What follows belongs to an exercise in optimizing a design on an open flow for small area and a short achievable clock period; a production flow would make more cautious choices.
The RTL was checked by simulation tests, not by an equivalence proof against the original design.

==> run a: inputs <==
==> flow/design.v <==
`timescale 1ns/1ns
`default_nettype none
module rv_core (
    input  wire            clk,
    input  wire            reset,
    output logic [31:0]    iaddr_o,
    input  wire  [31:0]    idata_i,
    output logic [1023:0]  registers_o
);
    logic [31:1]       pc_q;
    logic [31:1][31:0] regs_q;
    logic [31:0]       pc;
    assign pc      = {pc_q, 1'b0};
    assign iaddr_o = pc;
    always_comb begin
        registers_o[31:0] = 32'b0;
        for (int i = 1; i < 32; i++) registers_o[32*i +: 32] = regs_q[i];
    end
    logic [31:0] ins;
    logic [6:0]  opc;
    logic [2:0]  f3;
    logic [4:0]  rd, rs1, rs2;
    assign ins = idata_i;
    assign opc = ins[6:0];
    assign f3  = ins[14:12];
    assign rd  = ins[11:7];
    assign rs1 = ins[19:15];
    assign rs2 = ins[24:20];
    logic is_opimm, is_op, is_lui, is_auipc, is_br, is_jal, is_jalr, is_alu, is_link;
    assign is_opimm = (opc == 7'b0010011);
    assign is_op    = (opc == 7'b0110011);
    assign is_lui   = (opc == 7'b0110111);
    assign is_auipc = (opc == 7'b0010111);
    assign is_br    = (opc == 7'b1100011);
    assign is_jal   = (opc == 7'b1101111);
    assign is_jalr  = (opc == 7'b1100111);
    assign is_alu   = is_opimm | is_op;
    assign is_link  = is_jal | is_jalr;
    logic [31:0] imm_i, imm_u, imm_b, imm_j;
    assign imm_i = {{20{ins[31]}}, ins[31:20]};
    assign imm_u = {ins[31:12], 12'b0};
    assign imm_b = {{20{ins[31]}}, ins[7], ins[30:25], ins[11:8], 1'b0};
    assign imm_j = {{12{ins[31]}}, ins[19:12], ins[20], ins[30:21], 1'b0};
    logic [31:0] a, rs2v;
    logic [31:1] sel1, sel2;
    always_comb begin
        for (int i = 1; i < 32; i++) begin
            sel1[i] = (rs1 == 5'(i));
            sel2[i] = (rs2 == 5'(i));
        end
    end
    for (genvar j = 0; j < 32; j++) begin : g_rd
        logic [10:0] t1, t2;
        for (genvar k = 0; k < 10; k++) begin : g_grp
            aoi222 u1 (
                .a1 (sel1[3*k+1]), .a2 (regs_q[3*k+1][j]),
                .b1 (sel1[3*k+2]), .b2 (regs_q[3*k+2][j]),
                .c1 (sel1[3*k+3]), .c2 (regs_q[3*k+3][j]),
                .y  (t1[k])
            );
            aoi222 u2 (
                .a1 (sel2[3*k+1]), .a2 (regs_q[3*k+1][j]),
                .b1 (sel2[3*k+2]), .b2 (regs_q[3*k+2][j]),
                .c1 (sel2[3*k+3]), .c2 (regs_q[3*k+3][j]),
                .y  (t2[k])
            );
        end
        nand2m u1_31 (.a(sel1[31]), .b(regs_q[31][j]), .y(t1[10]));
        nand2m u2_31 (.a(sel2[31]), .b(regs_q[31][j]), .y(t2[10]));
        nand11 u1_or (.t(t1), .y(a[j]));
        nand11 u2_or (.t(t2), .y(rs2v[j]));
    end
    logic        use_rs2, sub;
    logic [31:0] bx, sum, p0, g0;
    logic        cout;
    assign use_rs2 = opc[5] & ~opc[2];
    assign sub = ~opc[2] & (opc[6] | (f3[2:1] == 2'b01) | ((f3 == 3'b000) & opc[5] & ins[30]));
    for (genvar j = 0; j < 32; j++) begin : g_b
        bsel u (.r(rs2v[j]), .i(imm_i[j]), .u(use_rs2), .s(sub), .y(bx[j]));
    end
    add32 adder_i (
        .a    (a),
        .b    (bx),
        .cin  (sub),
        .s    (sum),
        .cout (cout),
        .p    (p0),
        .g    (g0)
    );
    logic lts, eq;
    assign lts = cout ^ p0[31];
    assign eq  = ~|(a ^ rs2v);
    logic        left, fill;
    logic [4:0]  shamt;
    logic [31:0] sh [0:6];
    logic [31:0] sr;
    assign left  = ~f3[2];
    assign shamt = use_rs2 ? rs2v[4:0] : imm_i[4:0];
    assign fill  = ins[30] & a[31] & ~left;
    for (genvar i = 0; i < 32; i++) begin : g_rev
        mux2i_m u (.a(a[i]), .b(a[31-i]), .s(left), .y(sh[0][i]));
    end
    for (genvar k = 0; k < 5; k++) begin : g_sh
        logic fk;
        assign fk = (k % 2 == 0) ? ~fill : fill;
        for (genvar i = 0; i < 32; i++) begin : g_bit
            if (i + (1 << k) < 32) begin : g_in
                mux2i_m u (.a(sh[k][i]), .b(sh[k][i + (1 << k)]), .s(shamt[k]), .y(sh[k+1][i]));
            end else begin : g_fill
                mux2i_m u (.a(sh[k][i]), .b(fk), .s(shamt[k]), .y(sh[k+1][i]));
            end
        end
    end
    assign sr = sh[5];
    logic [31:0] pimm, pcimm, pc4;
    assign pimm  = opc[3] ? imm_j : (opc[2] ? imm_u : imm_b);
    assign pcimm = pc + pimm;
    assign pc4   = pc + 32'd4;
    logic d_alu, d_lui, d_auipc, d_link;
    logic s_add, s_sl, s_slt, s_sltu, s_xor, s_sr, s_or, s_and;
    logic we;
    assign d_alu   = ~reset & opc[4] & ~opc[2];
    assign d_lui   = ~reset & opc[4] &  opc[2] &  opc[5];
    assign d_auipc = ~reset & opc[4] &  opc[2] & ~opc[5];
    assign d_link  = ~reset & ~opc[4];
    assign s_add   = d_alu & (f3 == 3'b000);
    assign s_sl    = d_alu & (f3 == 3'b001);
    assign s_slt   = d_alu & (f3 == 3'b010);
    assign s_sltu  = d_alu & (f3 == 3'b011);
    assign s_xor   = d_alu & (f3 == 3'b100);
    assign s_sr    = d_alu & (f3 == 3'b101);
    assign s_or    = d_alu & (f3 == 3'b110);
    assign s_and   = d_alu & (f3 == 3'b111);
    assign we = is_alu | is_lui | is_auipc | is_link;
    logic [31:0] early_n, wd;
    always_comb begin
        for (int j = 0; j < 32; j++) begin
            early_n[j] = ~((s_xor   & p0[j])
                         | (s_or    & (p0[j] | g0[j]))
                         | (s_and   & g0[j])
                         | (d_lui   & imm_u[j])
                         | (d_auipc & pcimm[j])
                         | (d_link  & pc4[j])
                         | ((j == 0) & ((s_slt & lts) | (s_sltu & ~cout))));
        end
    end
    for (genvar j = 0; j < 32; j++) begin : g_wd
        logic sn, shn;
        nand2m u_s  (.a(sum[j]), .b(s_add), .y(sn));
        aoi22m u_sh (.a1(s_sr), .a2(sr[j]), .b1(s_sl), .b2(sr[31-j]), .y(shn));
        nand3m u_w  (.a(sn), .b(shn), .c(early_n[j]), .y(wd[j]));
    end
    for (genvar i = 1; i < 32; i++) begin : g_reg
        logic wen;
        assign wen = reset | (we & (rd == 5'(i)));
        always_ff @(posedge clk) begin
            if (wen) regs_q[i] <= wd;
        end
    end
    logic n_jal, n_br, n_jalr;
    logic t0, t1, go0, go1;
    logic [31:1] q0, q1, pc_next;
    assign n_jal  = ~reset & is_jal;
    assign n_br   = ~reset & is_br;
    assign n_jalr = ~reset & is_jalr;
    always_comb begin
        case (f3)
            3'b000:  begin t0 = eq;        t1 = eq;        end
            3'b001:  begin t0 = ~eq;       t1 = ~eq;       end
            3'b100:  begin t0 = p0[31];    t1 = ~p0[31];   end
            3'b101:  begin t0 = ~p0[31];   t1 = p0[31];    end
            3'b110:  begin t0 = 1'b1;      t1 = 1'b0;      end
            3'b111:  begin t0 = 1'b0;      t1 = 1'b1;      end
            default: begin t0 = 1'b0;      t1 = 1'b0;      end
        endcase
    end
    assign go0 = n_jal | (n_br & t0);
    assign go1 = n_jal | (n_br & t1);
    assign q0  = go0 ? pcimm[31:1] : ({31{~reset}} & pc4[31:1]);
    assign q1  = go1 ? pcimm[31:1] : ({31{~reset}} & pc4[31:1]);
    for (genvar j = 1; j < 32; j++) begin : g_pcn
        pcsel u (.s(sum[j]), .j(n_jalr), .c(cout), .q1(q1[j]), .q0(q0[j]), .y(pc_next[j]));
    end
    always_ff @(posedge clk) begin
        pc_q <= pc_next;
    end
endmodule
module add32 (
    input  wire  [31:0] a,
    input  wire  [31:0] b,
    input  wire         cin,
    output logic [31:0] s,
    output logic        cout,
    output logic [31:0] p,
    output logic [31:0] g
);
    logic [32:0] gg [0:5];
    logic [32:0] pp [0:5];
    for (genvar i = 0; i < 32; i++) begin : g_pg
        and2m u_g (.a(a[i]), .b(b[i]), .y(gg[0][i+1]));
        xor2m u_p (.a(a[i]), .b(b[i]), .y(pp[0][i+1]));
    end
    assign gg[0][0] = cin;
    assign pp[0][0] = 1'b0;
    for (genvar k = 1; k <= 5; k++) begin : g_lvl
        localparam int D = 1 << (k - 1);
        for (genvar i = 0; i <= 32; i++) begin : g_pos
            if (i < D) begin : g_pass
                assign gg[k][i] = ~gg[k-1][i];
                assign pp[k][i] = 1'b0;
            end else if (k % 2 == 1) begin : g_n
                if (i < 2 * D) begin : g_g
                    pfx_gn u (.gh(gg[k-1][i]), .ph(pp[k-1][i]), .gl(gg[k-1][i-D]), .gn(gg[k][i]));
                    assign pp[k][i] = 1'b0;
                end else begin : g_gp
                    pfx_gpn u (.gh(gg[k-1][i]), .ph(pp[k-1][i]), .gl(gg[k-1][i-D]), .pl(pp[k-1][i-D]),
                               .gn(gg[k][i]), .pn(pp[k][i]));
                end
            end else begin : g_p
                if (i < 2 * D) begin : g_g
                    pfx_gp u (.gnh(gg[k-1][i]), .pnh(pp[k-1][i]), .gnl(gg[k-1][i-D]), .g(gg[k][i]));
                    assign pp[k][i] = 1'b0;
                end else begin : g_gp
                    pfx_gpp u (.gnh(gg[k-1][i]), .pnh(pp[k-1][i]), .gnl(gg[k-1][i-D]), .pnl(pp[k-1][i-D]),
                               .g(gg[k][i]), .p(pp[k][i]));
                end
            end
        end
    end
    assign s = ~(pp[0][32:1] ^ gg[5][31:0]);
    pfx_gp u_cout (.gnh(gg[5][32]), .pnh(pp[5][32]), .gnl(gg[5][0]), .g(cout));
    assign p = pp[0][32:1];
    assign g = gg[0][32:1];
endmodule
module nand2m (
    input  wire  a, b,
    output logic y
);
    assign y = ~(a & b);
endmodule
module nand3m (
    input  wire  a, b, c,
    output logic y
);
    assign y = ~(a & b & c);
endmodule
module aoi22m (
    input  wire  a1, a2, b1, b2,
    output logic y
);
    assign y = ~((a1 & a2) | (b1 & b2));
endmodule
module mux2i_m (
    input  wire  a, b, s,
    output logic y
);
    assign y = ~(s ? b : a);
endmodule
module pcsel (
    input  wire  s, j, c, q1, q0,
    output logic y
);
    assign y = j ? s : (c ? q1 : q0);
endmodule
module nand11 (
    input  wire  [10:0] t,
    output logic        y
);
    assign y = ~&t;
endmodule
module bsel (
    input  wire  r, i, u, s,
    output logic y
);
    assign y = (u ? r : i) ^ s;
endmodule
module and2m (
    input  wire  a, b,
    output logic y
);
    assign y = a & b;
endmodule
module xor2m (
    input  wire  a, b,
    output logic y
);
    assign y = a ^ b;
endmodule
module pfx_gn (
    input  wire  gh, ph, gl,
    output logic gn
);
    assign gn = ~(gh | (ph & gl));
endmodule
module pfx_gpn (
    input  wire  gh, ph, gl, pl,
    output logic gn, pn
);
    assign gn = ~(gh | (ph & gl));
    assign pn = ~(ph & pl);
endmodule
module pfx_gp (
    input  wire  gnh, pnh, gnl,
    output logic g
);
    assign g = ~(gnh & (pnh | gnl));
endmodule
module pfx_gpp (
    input  wire  gnh, pnh, gnl, pnl,
    output logic g, p
);
    assign g = ~(gnh & (pnh | gnl));
    assign p = ~(pnh | pnl);
endmodule
module aoi222 (
    input  wire  a1, a2, b1, b2, c1, c2,
    output logic y
);
    assign y = ~((a1 & a2) | (b1 & b2) | (c1 & c2));
endmodule
`default_nettype wire
==> flow/flow/run.sh <==
#!/bin/bash
# The standard ORFS layout (the standard.sh, every step unchanged), except that the
# buffers buffer_ports puts on every input and output port are the smallest buffer
# (buf_1) instead of the clkdlybuf4s50_1 it picks by default.
set -euo pipefail
bash standard.sh "BUFFER_PORTS_ARGS=-buffer_cell sky130_fd_sc_hd__buf_1" finish > standard_flow.log 2>&1
==> flow/standard.sh <==
#!/bin/bash
# synth_recipe.tcl (not shown) runs the flow's synth.tcl, then flattens the netlist and writes it again
# the make line also repeats each setting of config.mk as NAME=value (left out here)
make -C /OpenROAD-flow-scripts/flow DESIGN_CONFIG=/design/flow/config.mk WORK_HOME=/design/flow/orfs CLKGATE_MAP_FILE= SYNTH_SCRIPT=/design/flow/synth_recipe.tcl "${@:-finish}"
==> flow/config.mk <==
export PLATFORM = sky130hd
export DESIGN_NAME = rv_core
export DESIGN_NICKNAME = rv_core
export VERILOG_FILES = /design/flow/design.v
export SDC_FILE = /design/flow/constraint.sdc
export NUM_CORES = 4
export LEC_CHECK = 0
export CAP_MARGIN = 30
export CELL_PAD_IN_SITES_DETAIL_PLACEMENT = 1
export CORE_MARGIN = 2
export CORE_UTILIZATION = 30
export CTS_CLUSTER_DIAMETER = 100
export CTS_CLUSTER_SIZE = 24
export SETUP_SLACK_MARGIN = 3
export SLEW_MARGIN = 30
export SYNTH_HIERARCHICAL = 1
export TNS_END_PERCENT = 10
==> flow/constraint.sdc <==
create_clock -name core_clock -period 8.5 [get_ports {clk}]
set_input_delay 1.7000 -clock core_clock [delete_from_list [all_inputs] [get_ports {clk}]]
set_output_delay 1.7000 -clock core_clock [all_outputs]
set_load 0.01 [all_outputs]
==> inputs of run b, as changes to run a <==
--- a/flow/design.v
+++ b/flow/design.v
@@ -76,6 +76,9 @@
     assign use_rs2 = opc[5] & ~opc[2];
     assign sub = ~opc[2] & (opc[6] | (f3[2:1] == 2'b01) | ((f3 == 3'b000) & opc[5] & ins[30]));
+    logic [31:0] bx1, bx0;
+    assign bx1 = use_rs2 ? {32{~sub}} : (imm_i ^ {32{sub}});
+    assign bx0 = use_rs2 ? {32{sub}}  : (imm_i ^ {32{sub}});
     for (genvar j = 0; j < 32; j++) begin : g_b
-        bsel u (.r(rs2v[j]), .i(imm_i[j]), .u(use_rs2), .s(sub), .y(bx[j]));
+        mux2m u (.a(bx0[j]), .b(bx1[j]), .s(rs2v[j]), .y(bx[j]));
     end
     add32 adder_i (
@@ -269,9 +272,9 @@
     assign y = ~&t;
 endmodule
-module bsel (
-    input  wire  r, i, u, s,
+module mux2m (
+    input  wire  a, b, s,
     output logic y
 );
-    assign y = (u ? r : i) ^ s;
+    assign y = s ? b : a;
 endmodule
 module and2m (
Settings changed: CTS_CLUSTER_DIAMETER 100 to unset, CTS_CLUSTER_SIZE 24 to unset, SETUP_SLACK_MARGIN 3 to 2.5.
==> inputs of run c, as changes to run a <==
==> flow/design.v, changed modules only <==
module rv_core (
    input  wire            clk,
    input  wire            reset,
    output logic [31:0]    iaddr_o,
    input  wire  [31:0]    idata_i,
    output logic [1023:0]  registers_o
);
    logic [31:1]       pc_q;
    logic [31:1][31:0] regs_q;
    logic [31:0]       pc;
    assign pc      = {pc_q, 1'b0};
    assign iaddr_o = pc;
    always_comb begin
        registers_o[31:0] = 32'b0;
        for (int i = 1; i < 32; i++) registers_o[32*i +: 32] = regs_q[i];
    end
    logic [31:0] ins;
    logic [6:0]  opc;
    logic [2:0]  f3;
    logic [4:0]  rd, rs1, rs2;
    assign ins = idata_i;
    assign opc = ins[6:0];
    assign f3  = ins[14:12];
    assign rd  = ins[11:7];
    assign rs1 = ins[19:15];
    assign rs2 = ins[24:20];
    logic is_opimm, is_op, is_lui, is_auipc, is_br, is_jal, is_jalr, is_alu, is_link;
    assign is_opimm = (opc == 7'b0010011);
    assign is_op    = (opc == 7'b0110011);
    assign is_lui   = (opc == 7'b0110111);
    assign is_auipc = (opc == 7'b0010111);
    assign is_br    = (opc == 7'b1100011);
    assign is_jal   = (opc == 7'b1101111);
    assign is_jalr  = (opc == 7'b1100111);
    assign is_alu   = is_opimm | is_op;
    assign is_link  = is_jal | is_jalr;
    logic [31:0] imm_i, imm_u, imm_b, imm_j;
    assign imm_i = {{20{ins[31]}}, ins[31:20]};
    assign imm_u = {ins[31:12], 12'b0};
    assign imm_b = {{20{ins[31]}}, ins[7], ins[30:25], ins[11:8], 1'b0};
    assign imm_j = {{12{ins[31]}}, ins[19:12], ins[20], ins[30:21], 1'b0};
    logic [31:0] an, r2n;
    logic [3:0][31:1] sel1l, sel2l;
    for (genvar l = 0; l < 4; l++) begin : g_dec
        dec31 u1 (.r(rs1), .sel(sel1l[l]));
        dec31 u2 (.r(rs2), .sel(sel2l[l]));
    end
    for (genvar j = 0; j < 32; j++) begin : g_rd
        logic [10:0] t1, t2;
        logic [31:1] sel1, sel2;
        assign sel1 = sel1l[j / 8];
        assign sel2 = sel2l[j / 8];
        for (genvar k = 0; k < 10; k++) begin : g_grp
            aoi222 u1 (
                .a1 (sel1[3*k+1]), .a2 (regs_q[3*k+1][j]),
                .b1 (sel1[3*k+2]), .b2 (regs_q[3*k+2][j]),
                .c1 (sel1[3*k+3]), .c2 (regs_q[3*k+3][j]),
                .y  (t1[k])
            );
            aoi222 u2 (
                .a1 (sel2[3*k+1]), .a2 (regs_q[3*k+1][j]),
                .b1 (sel2[3*k+2]), .b2 (regs_q[3*k+2][j]),
                .c1 (sel2[3*k+3]), .c2 (regs_q[3*k+3][j]),
                .y  (t2[k])
            );
        end
        nand2m u1_31 (.a(sel1[31]), .b(regs_q[31][j]), .y(t1[10]));
        nand2m u2_31 (.a(sel2[31]), .b(regs_q[31][j]), .y(t2[10]));
        and11 u1_or (.t(t1), .y(an[j]));
        and11 u2_or (.t(t2), .y(r2n[j]));
    end
    logic        use_rs2, sub;
    logic [31:0] bx, sum, p0, g0;
    logic        cout;
    assign use_rs2 = opc[5] & ~opc[2];
    assign sub = ~opc[2] & (opc[6] | (f3[2:1] == 2'b01) | ((f3 == 3'b000) & opc[5] & ins[30]));
    logic [31:0] bx1, bx0;
    assign bx1 = use_rs2 ? {32{~sub}} : (imm_i ^ {32{sub}});
    assign bx0 = use_rs2 ? {32{sub}}  : (imm_i ^ {32{sub}});
    for (genvar j = 0; j < 32; j++) begin : g_b
        mux2m u (.a(bx1[j]), .b(bx0[j]), .s(r2n[j]), .y(bx[j]));
    end
    add32 adder_i (
        .an   (an),
        .b    (bx),
        .cin  (sub),
        .s    (sum),
        .cout (cout),
        .p    (p0),
        .g    (g0)
    );
    logic eq;
    assign eq  = ~|(an ^ r2n);
    logic        left, fill;
    logic [4:0]  shamt;
    logic [31:0] sh [0:6];
    logic [31:0] sr;
    assign left  = ~f3[2];
    assign shamt = use_rs2 ? ~r2n[4:0] : imm_i[4:0];
    assign fill  = ins[30] & ~an[31] & ~left;
    for (genvar i = 0; i < 32; i++) begin : g_rev
        mux2m u (.a(an[i]), .b(an[31-i]), .s(left), .y(sh[0][i]));
    end
    for (genvar k = 0; k < 5; k++) begin : g_sh
        logic fk;
        assign fk = (k % 2 == 0) ? ~fill : fill;
        for (genvar i = 0; i < 32; i++) begin : g_bit
            if (i + (1 << k) < 32) begin : g_in
                mux2i_m u (.a(sh[k][i]), .b(sh[k][i + (1 << k)]), .s(shamt[k]), .y(sh[k+1][i]));
            end else begin : g_fill
                mux2i_m u (.a(sh[k][i]), .b(fk), .s(shamt[k]), .y(sh[k+1][i]));
            end
        end
    end
    assign sr = sh[5];
    logic [31:0] pimm, pcimm, pc4;
    assign pimm  = opc[3] ? imm_j : (opc[2] ? imm_u : imm_b);
    assign pcimm = pc + pimm;
    assign pc4   = pc + 32'd4;
    logic d_alu, d_lui, d_auipc, d_link;
    logic s_add, s_sl, s_slt, s_sltu, s_xor, s_sr, s_or, s_and;
    logic we;
    assign d_alu   = ~reset & opc[4] & ~opc[2];
    assign d_lui   = ~reset & opc[4] &  opc[2] &  opc[5];
    assign d_auipc = ~reset & opc[4] &  opc[2] & ~opc[5];
    assign d_link  = ~reset & ~opc[4];
    assign s_add   = d_alu & (f3 == 3'b000);
    assign s_sl    = d_alu & (f3 == 3'b001);
    assign s_slt   = d_alu & (f3 == 3'b010);
    assign s_sltu  = d_alu & (f3 == 3'b011);
    assign s_xor   = d_alu & (f3 == 3'b100);
    assign s_sr    = d_alu & (f3 == 3'b101);
    assign s_or    = d_alu & (f3 == 3'b110);
    assign s_and   = d_alu & (f3 == 3'b111);
    assign we = is_alu | is_lui | is_auipc | is_link;
    logic [31:0] early_n, wd;
    always_comb begin
        for (int j = 0; j < 32; j++) begin
            early_n[j] = ~((s_xor   & p0[j])
                         | (s_or    & (p0[j] | g0[j]))
                         | (s_and   & g0[j])
                         | (d_lui   & imm_u[j])
                         | (d_auipc & pcimm[j])
                         | (d_link  & pc4[j]));
        end
    end
    logic v0, v1, sltn;
    assign v0 = (s_slt & p0[31]) | s_sltu;
    assign v1 = s_slt & ~p0[31];
    mux2i_m u_slt (.a(v0), .b(v1), .s(cout), .y(sltn));
    for (genvar j = 0; j < 32; j++) begin : g_wd
        logic sn, shn;
        nand2m u_s  (.a(sum[j]), .b(s_add), .y(sn));
        aoi22m u_sh (.a1(s_sr), .a2(sr[j]), .b1(s_sl), .b2(sr[31-j]), .y(shn));
        if (j == 0) begin : g_slt
            nand4m u_w (.a(sn), .b(shn), .c(early_n[j]), .d(sltn), .y(wd[j]));
        end else begin : g_nslt
            nand3m u_w (.a(sn), .b(shn), .c(early_n[j]), .y(wd[j]));
        end
    end
    for (genvar i = 1; i < 32; i++) begin : g_reg
        logic wen;
        assign wen = reset | (we & (rd == 5'(i)));
        always_ff @(posedge clk) begin
            if (wen) regs_q[i] <= wd;
        end
    end
    logic n_jal, n_br, n_jalr;
    logic t0, t1, go0, go1;
    logic [31:1] q0, q1, pc_next;
    assign n_jal  = ~reset & is_jal;
    assign n_br   = ~reset & is_br;
    assign n_jalr = ~reset & is_jalr;
    always_comb begin
        case (f3)
            3'b000:  begin t0 = eq;        t1 = eq;        end
            3'b001:  begin t0 = ~eq;       t1 = ~eq;       end
            3'b100:  begin t0 = p0[31];    t1 = ~p0[31];   end
            3'b101:  begin t0 = ~p0[31];   t1 = p0[31];    end
            3'b110:  begin t0 = 1'b1;      t1 = 1'b0;      end
            3'b111:  begin t0 = 1'b0;      t1 = 1'b1;      end
            default: begin t0 = 1'b0;      t1 = 1'b0;      end
        endcase
    end
    assign go0 = n_jal | (n_br & t0);
    assign go1 = n_jal | (n_br & t1);
    assign q0  = go0 ? pcimm[31:1] : ({31{~reset}} & pc4[31:1]);
    assign q1  = go1 ? pcimm[31:1] : ({31{~reset}} & pc4[31:1]);
    for (genvar j = 1; j < 32; j++) begin : g_pcn
        pcsel u (.s(sum[j]), .j(n_jalr), .c(cout), .q1(q1[j]), .q0(q0[j]), .y(pc_next[j]));
    end
    always_ff @(posedge clk) begin
        pc_q <= pc_next;
    end
endmodule
module add32 (
    input  wire  [31:0] an,
    input  wire  [31:0] b,
    input  wire         cin,
    output logic [31:0] s,
    output logic        cout,
    output logic [31:0] p,
    output logic [31:0] g
);
    logic [32:0] gg [0:5];
    logic [32:0] pp [0:5];
    for (genvar i = 0; i < 32; i++) begin : g_pg
        andn2m u_g (.an(an[i]), .b(b[i]), .y(gg[0][i+1]));
        xnor2m u_p (.a(an[i]), .b(b[i]), .y(pp[0][i+1]));
    end
    assign gg[0][0] = cin;
    assign pp[0][0] = 1'b0;
    for (genvar k = 1; k <= 5; k++) begin : g_lvl
        localparam int D = 1 << (k - 1);
        for (genvar i = 0; i <= 32; i++) begin : g_pos
            if (i < D) begin : g_pass
                assign gg[k][i] = ~gg[k-1][i];
                assign pp[k][i] = 1'b0;
            end else if (k % 2 == 1) begin : g_n
                if (i < 2 * D) begin : g_g
                    pfx_gn u (.gh(gg[k-1][i]), .ph(pp[k-1][i]), .gl(gg[k-1][i-D]), .gn(gg[k][i]));
                    assign pp[k][i] = 1'b0;
                end else begin : g_gp
                    pfx_gpn u (.gh(gg[k-1][i]), .ph(pp[k-1][i]), .gl(gg[k-1][i-D]), .pl(pp[k-1][i-D]),
                               .gn(gg[k][i]), .pn(pp[k][i]));
                end
            end else begin : g_p
                if (i < 2 * D) begin : g_g
                    pfx_gp u (.gnh(gg[k-1][i]), .pnh(pp[k-1][i]), .gnl(gg[k-1][i-D]), .g(gg[k][i]));
                    assign pp[k][i] = 1'b0;
                end else begin : g_gp
                    pfx_gpp u (.gnh(gg[k-1][i]), .pnh(pp[k-1][i]), .gnl(gg[k-1][i-D]), .pnl(pp[k-1][i-D]),
                               .g(gg[k][i]), .p(pp[k][i]));
                end
            end
        end
    end
    assign s = ~(pp[0][32:1] ^ gg[5][31:0]);
    pfx_gp u_cout (.gnh(gg[5][32]), .pnh(pp[5][32]), .gnl(gg[5][0]), .g(cout));
    assign p = pp[0][32:1];
    assign g = gg[0][32:1];
endmodule
module dec31 (
    input  wire  [4:0]  r,
    output logic [31:1] sel
);
    always_comb begin
        for (int i = 1; i < 32; i++) sel[i] = (r == 5'(i));
    end
endmodule
module nand4m (
    input  wire  a, b, c, d,
    output logic y
);
    assign y = ~(a & b & c & d);
endmodule
module and11 (
    input  wire  [10:0] t,
    output logic        y
);
    assign y = &t;
endmodule
module mux2m (
    input  wire  a, b, s,
    output logic y
);
    assign y = s ? b : a;
endmodule
module andn2m (
    input  wire  an, b,
    output logic y
);
    assign y = ~an & b;
endmodule
module xnor2m (
    input  wire  a, b,
    output logic y
);
    assign y = ~(a ^ b);
endmodule
// module nand11 removed
// module bsel removed
// module and2m removed
// module xor2m removed
Settings changed: CAP_MARGIN 30 to 20, CELL_PAD_IN_SITES_DETAIL_PLACEMENT 1 to unset, CORE_UTILIZATION 30 to 40, CTS_CLUSTER_DIAMETER 100 to unset, CTS_CLUSTER_SIZE 24 to unset, SETUP_SLACK_MARGIN 3 to 2.5, SLEW_MARGIN 30 to 20.
==> impl_metrics.xml <==
<?xml version="1.0" encoding="UTF-8"?>
<metrics>
  <group name="outcome">
    <metric name="status" unit="">complete, no violations</metric>
  </group>
  <group name="sta">
    <metric name="timing.hold.ws" unit="ns">1.05</metric>
    <metric name="postLayoutSetupSlackWorst" unit="ns">2.07</metric>
  </group>
  <group name="placement">
    <metric name="detailedPlacementHpwl" unit="microns">250000</metric>
  </group>
  <group name="critical_path">
    <metric name="cp.buffers_inverters" unit="">5</metric>
    <metric name="critPathMaxFanout" unit="">31</metric>
    <metric name="critical-path-max-stage-delay" unit="ns">0.60</metric>
    <metric name="critPathCapture" unit="">regs_q[146]</metric>
    <metric name="worst-r2r-cell-count" unit="">16</metric>
  </group>
  <group name="cells_and_area">
    <metric name="area.share.sequential" unit="">0.452</metric>
    <metric name="layout.filler_cells" unit="">17800</metric>
  </group>
  <group name="synthesis">
    <metric name="compound_gate_portion_of_the_synthesized_area" unit="">0.194</metric>
    <metric name="synth_commonest_cells" unit="">992 x edfxtp_1, 659 x a222oi_1, 267 x mux2i_1</metric>
    <metric name="basic_gate_share_of_the_synthesized_area_counting_and_or_nand_and_nor_cells" unit="">0.0848</metric>
    <metric name="synth.area.mux_share" unit="">0.0652</metric>
  </group>
  <group name="global_routing">
    <metric name="grt_use_met1" unit="">0.452</metric>
  </group>
  <group name="drt">
    <metric name="via_per_inst" unit="">7.06</metric>
  </group>
  <group name="die">
    <metric name="floorplan.die_area" unit="sq um">172000</metric>
  </group>
</metrics>
That was run a.
==> impl_metrics.xml <==
<?xml version="1.0" encoding="UTF-8"?>
<metrics>
  <group name="die">
    <metric name="floorplan.die_area" unit="sq um">134000</metric>
  </group>
  <group name="critical_path">
    <metric name="worst-r2r-cell-count" unit="">10</metric>
    <metric name="cp.buffers_inverters" unit="">2</metric>
    <metric name="critPathMaxFanout" unit="">31</metric>
  </group>
  <group name="cells_and_area">
    <metric name="layout.filler_cells" unit="">11600</metric>
  </group>
  <group name="sta">
    <metric name="postLayoutSetupSlackWorst" unit="ns">2.04</metric>
    <metric name="timing.hold.ws" unit="ns">0.962</metric>
  </group>
  <group name="synthesis">
    <metric name="compound_gate_portion_of_the_synthesized_area" unit="">0.193</metric>
  </group>
  <group name="outcome">
    <metric name="status" unit="">complete, no violations</metric>
  </group>
  <group name="drt">
    <metric name="via_per_inst" unit="">7.29</metric>
  </group>
</metrics>
That was run c.
==> impl_metrics.xml <==
<?xml version="1.0" encoding="UTF-8"?>
<metrics>
  <group name="outcome">
    <metric name="status" unit="">complete, no violations</metric>
  </group>
  <group name="sta">
    <metric name="timing.hold.ws" unit="ns">0.963</metric>
  </group>
  <group name="drt">
    <metric name="via_per_inst" unit="">7.08</metric>
  </group>
  <group name="cells_and_area">
    <metric name="area.share.sequential" unit="">0.446</metric>
  </group>
  <group name="critical_path">
    <metric name="critical-path-max-stage-delay" unit="ns">1.13</metric>
    <metric name="critPathCapture" unit="">regs_q[41]</metric>
    <metric name="worst-r2r-cell-count" unit="">12</metric>
    <metric name="cp.buffers_inverters" unit="">2</metric>
  </group>
  <group name="global_routing">
    <metric name="grt_use_met1" unit="">0.431</metric>
  </group>
  <group name="synthesis">
    <metric name="compound_gate_portion_of_the_synthesized_area" unit="">0.200</metric>
    <metric name="basic_gate_share_of_the_synthesized_area_counting_and_or_nand_and_nor_cells" unit="">0.0843</metric>
  </group>
</metrics>
That was run b.

static timing again, ports no longer ideal:
How much do the figures lean on ideal ports? The routed layouts below were timed once more, with nothing changed but the port constraints.
Step 1, drivers: a clkbuf_16 drives clk and a buf_2 each remaining input, both assumed.
Step 2, shift: input delay + t, output delay - t, t = (earliest + latest rising clock arrival at the registers) / 2. This alone moves slack from input paths to output paths.
a / b / c = ideal ports / drivers / drivers and shift; a / b = the first two.
run	t, ns	slack for setup (ns)	worst hold slack (ns)	cell pins on the clock port's net
run a	0.787	2.068 / 2.030 / 1.243	1.046 / 1.046 / 1.046	1
run b	0.867	1.772 / 1.635 / 0.768	0.963 / 0.963 / 0.963	1
run c	0.828	2.044 / 2.079 / 1.252	0.962 / 0.962 / 0.962	1
After both steps every run listed still meets setup and hold. For run b, which loses most, drivers alone change the setup slack by -0.137 ns; drivers and shift together by -1.004 ns.
